Context: an optimization exercise on an open-source flow, tuned for small area and few clock cycles. The choices shown serve that exercise and are no tape-out recipe. Where RTL was checked, it was by simulation tests only, not by an equivalence proof against the original.

==> run P <==
// weight_update_engine
module weight_update_engine #(
  parameter int unsigned DATA_W = 16,
  parameter int unsigned FRAC_W = 8,
  parameter int unsigned LANES  = 4,
  parameter int unsigned DEPTH  = 64
) (
  input  logic                    i_clk,
  input  logic                    i_rst,
  input  logic                    i_start,
  input  logic                    i_mode,
  input  logic [DATA_W-1:0]       i_lr,
  input  logic                    i_in_valid,
  output logic                    o_in_ready,
  input  logic [LANES*DATA_W-1:0] i_w_old,
  input  logic [LANES*DATA_W-1:0] i_delta,
  output logic                    o_out_valid,
  input  logic                    i_out_ready,
  output logic [LANES*DATA_W-1:0] o_w_new,
  output logic                    o_busy,
  output logic                    o_done
);
Settings: LEC_CHECK=0, CAP_MARGIN=20, CORE_MARGIN=2, CORE_UTILIZATION=40, SLEW_MARGIN=20, SYNTH_HIERARCHICAL=1; clock period 8.5 ns.
standard.sh (not shown) runs the stock make flow with config.mk's settings and CLKGATE_MAP_FILE= SYNTH_SCRIPT=/design/flow/synth_recipe.tcl, a recipe that flattens the netlist after the stock synthesis.
==> flow/flow/run.sh <==
#!/bin/bash
# Standard layout, with the port buffers made from plain buffers instead of delay cells.
set -euo pipefail
bash standard.sh "BUFFER_PORTS_ARGS=-buffer_cell sky130_fd_sc_hd__buf_2" finish > standard.log 2>&1
==> run M: changes against run P <==
--- a/flow/design.v
+++ b/flow/design.v
@@ -65,21 +65,26 @@
       r_lr  <= i_mode ? i_lr : {{(DATA_W-FRAC_W){1'b1}}, {FRAC_W{1'b0}}};
     end else if (w_out_fire) begin
       r_cnt <= r_cnt + CNT_W'(1);
     end
   end
-  logic [7:0] w_neg, w_one, w_two;
-  logic [16:0] w_lrx;
-  assign w_lrx = {r_lr, 1'b0};
+  logic [17:0] w_dm;
+  logic [6:0]  w_a, w_b, w_c;
+  logic [3:0]  w_d7;
+  logic        w_neg7, w_one7, w_two7;
+  assign w_dm = 18'd10922 - {{2{r_lr[DATA_W-1]}}, r_lr};
   always_comb begin
-    for (int k = 0; k < 8; k++) begin
-      w_neg[k] = !w_lrx[2*k+2] && (w_lrx[2*k+1] || w_lrx[2*k]);
-      w_one[k] = w_lrx[2*k+1] ^ w_lrx[2*k];
-      w_two[k] = (w_lrx[2*k+2] && !w_lrx[2*k+1] && !w_lrx[2*k])
-              || (!w_lrx[2*k+2] && w_lrx[2*k+1] && w_lrx[2*k]);
+    for (int k = 0; k < 7; k++) begin
+      w_a[k] = !w_dm[2*k+1] && w_dm[2*k];
+      w_b[k] = !w_dm[2*k+1] && !w_dm[2*k];
+      w_c[k] = w_dm[2*k+1] && w_dm[2*k];
     end
   end
+  assign w_d7   = w_dm[17:14];
+  assign w_neg7 = w_d7[3];
+  assign w_one7 = w_d7[0];
+  assign w_two7 = (w_d7 == 4'd2) || (w_d7 == 4'he);
   logic [16:0] w_lv, w_lm;
   logic [5:0]  w_mb;
   assign w_lv = -{r_lr[DATA_W-1], r_lr};
   assign w_lm = w_lv ^ {17{w_lv[16]}};
   always_comb begin
@@ -89,25 +94,31 @@
   end
   for (genvar g = 0; g < LANES; g++) begin : g_lane
     wue_lane u_lane (
       .d   (i_delta[g*DATA_W +: DATA_W]),
       .w   (i_w_old[g*DATA_W +: DATA_W]),
-      .neg (w_neg),
-      .one (w_one),
-      .two (w_two),
+      .sa  (w_a),
+      .sb  (w_b),
+      .sc  (w_c),
+      .neg7(w_neg7),
+      .one7(w_one7),
+      .two7(w_two7),
       .mb  (w_mb),
       .lsgn(w_lv[16]),
       .r   (w_w_new[g*DATA_W +: DATA_W])
     );
   end
 endmodule
 module wue_lane (
   input  logic [15:0] d,
   input  logic [15:0] w,
-  input  logic [7:0]  neg,
-  input  logic [7:0]  one,
-  input  logic [7:0]  two,
+  input  logic [6:0]  sa,
+  input  logic [6:0]  sb,
+  input  logic [6:0]  sc,
+  input  logic        neg7,
+  input  logic        one7,
+  input  logic        two7,
   input  logic [5:0]  mb,
   input  logic        lsgn,
   output logic [15:0] r
 );
   logic [16:0] pp0;
@@ -118,18 +129,20 @@
   logic [16:0] pp5;
   logic [16:0] pp6;
   logic [16:0] pp7;
   logic [16:0] dx;
   assign dx = {d[15], d};
-  assign pp0 = (({17{one[0]}} & dx) | ({17{two[0]}} & {dx[15:0], 1'b0})) ^ {17{neg[0]}};
-  assign pp1 = (({17{one[1]}} & dx) | ({17{two[1]}} & {dx[15:0], 1'b0})) ^ {17{neg[1]}};
-  assign pp2 = (({17{one[2]}} & dx) | ({17{two[2]}} & {dx[15:0], 1'b0})) ^ {17{neg[2]}};
-  assign pp3 = (({17{one[3]}} & dx) | ({17{two[3]}} & {dx[15:0], 1'b0})) ^ {17{neg[3]}};
-  assign pp4 = (({17{one[4]}} & dx) | ({17{two[4]}} & {dx[15:0], 1'b0})) ^ {17{neg[4]}};
-  assign pp5 = (({17{one[5]}} & dx) | ({17{two[5]}} & {dx[15:0], 1'b0})) ^ {17{neg[5]}};
-  assign pp6 = (({17{one[6]}} & dx) | ({17{two[6]}} & {dx[15:0], 1'b0})) ^ {17{neg[6]}};
-  assign pp7 = (({17{one[7]}} & dx) | ({17{two[7]}} & {dx[15:0], 1'b0})) ^ {17{neg[7]}};
+  logic [7:0] neg;
+  assign neg = {neg7, ~sc};
+  assign pp0 = ~(({17{sa[0]}} & dx) | ({17{sb[0]}} & {dx[15:0], 1'b0}) | ({17{sc[0]}} & ~dx));
+  assign pp1 = ~(({17{sa[1]}} & dx) | ({17{sb[1]}} & {dx[15:0], 1'b0}) | ({17{sc[1]}} & ~dx));
+  assign pp2 = ~(({17{sa[2]}} & dx) | ({17{sb[2]}} & {dx[15:0], 1'b0}) | ({17{sc[2]}} & ~dx));
+  assign pp3 = ~(({17{sa[3]}} & dx) | ({17{sb[3]}} & {dx[15:0], 1'b0}) | ({17{sc[3]}} & ~dx));
+  assign pp4 = ~(({17{sa[4]}} & dx) | ({17{sb[4]}} & {dx[15:0], 1'b0}) | ({17{sc[4]}} & ~dx));
+  assign pp5 = ~(({17{sa[5]}} & dx) | ({17{sb[5]}} & {dx[15:0], 1'b0}) | ({17{sc[5]}} & ~dx));
+  assign pp6 = ~(({17{sa[6]}} & dx) | ({17{sb[6]}} & {dx[15:0], 1'b0}) | ({17{sc[6]}} & ~dx));
+  assign pp7 = (({17{one7}} & dx) | ({17{two7}} & {dx[15:0], 1'b0})) ^ {17{neg7}};
   logic big;
   assign big = |((d[14:9] ^ {6{d[15]}}) & mb);
   logic s1;
   logic c2;
   logic s3;
==> summary.txt <==
| item | run P | run M |
|---|---|---|
| Final weighted congestion in routability-driven placement | 0.9043 | 0.8939 |
| Simple-gate share of the synthesized area | 6.166% | 11.25% |
| Post-synthesis area per instance | 10.12 um2 | 9.567 um2 |
| Standard cell core area | 67040 um2 | 62970 um2 |
| Arrival time of data at the critical path endpoint | 7830 ps | 7970 ps |
| Placed cell count | 3543 | 3498 |
| Starting density of the core | 40.29% | 40.41% |
| Slowest stage cell, crit path | sky130_fd_sc_hd__o21ai_4 | sky130_fd_sc_hd__a211oi_1 |
| Most instantiated library cell after synthesis | sky130_fd_sc_hd__xnor2_1 | sky130_fd_sc_hd__fa_1 |
| Yosys top cell area share | 36.77% | 39.02% |
| Post-route minimum period | 7675 ps | 7857 ps |
| Result of the run | no timing/DRC/antenna violations | no timing/DRC/antenna violations |
| Worst EP required | 8650 ps | 8610 ps |
| Count of inserted antenna diode cells | 1 | 3 |
| Pin count of the biggest net entering global routing | 66 | 65 |
| Overall Global Routing Usage | 25.51% | 26.40% |
| Cell count after synthesis | 2668 | 2660 |
| GR Layer Usage met3 | 4.828% | 4.518% |
| Layout cell share with drive strength beyond 1 | 13.07% | 12.93% |
| Finished Cell Area | 29230 um2 | 27580 um2 |
Testbench counts of run P, summed over its fixed seeds: cycles 5,760.
Function not checked in run M: the RTL went through the layout flow alone.

separate check: timing with driven ports:
Ports are ideal in the flow. The routed layouts listed here were re-timed in OpenROAD.
Step 1 (the two cells are an assumption about what drives the block):
set clk [get_ports {i_clk}]
set_driving_cell -lib_cell sky130_fd_sc_hd__clkbuf_16 $clk
set_driving_cell -lib_cell sky130_fd_sc_hd__buf_2 [delete_from_list [all_inputs] $clk]
Step 2 moves the port delays by t, midway between the first and last clock arrival at a register: inputs arrive t later, outputs are due t later. That takes back most of the time a late clock gives input paths.
Slacks: no drivers / after step 1 / after step 2; pairs: no drivers / after step 1.
run	t, ns	setup WS [ns]	latest minus earliest clock arrival (ns)
run P	0.454	0.825 / 0.825 / 0.568	0.018 / 0.018
run M	0.448	0.643 / 0.643 / 0.643	0.017 / 0.017
After both steps every run listed still meets setup and hold. For run P, which loses most, drivers alone change the setup slack by 0.000 ns; drivers and shift together by -0.257 ns.
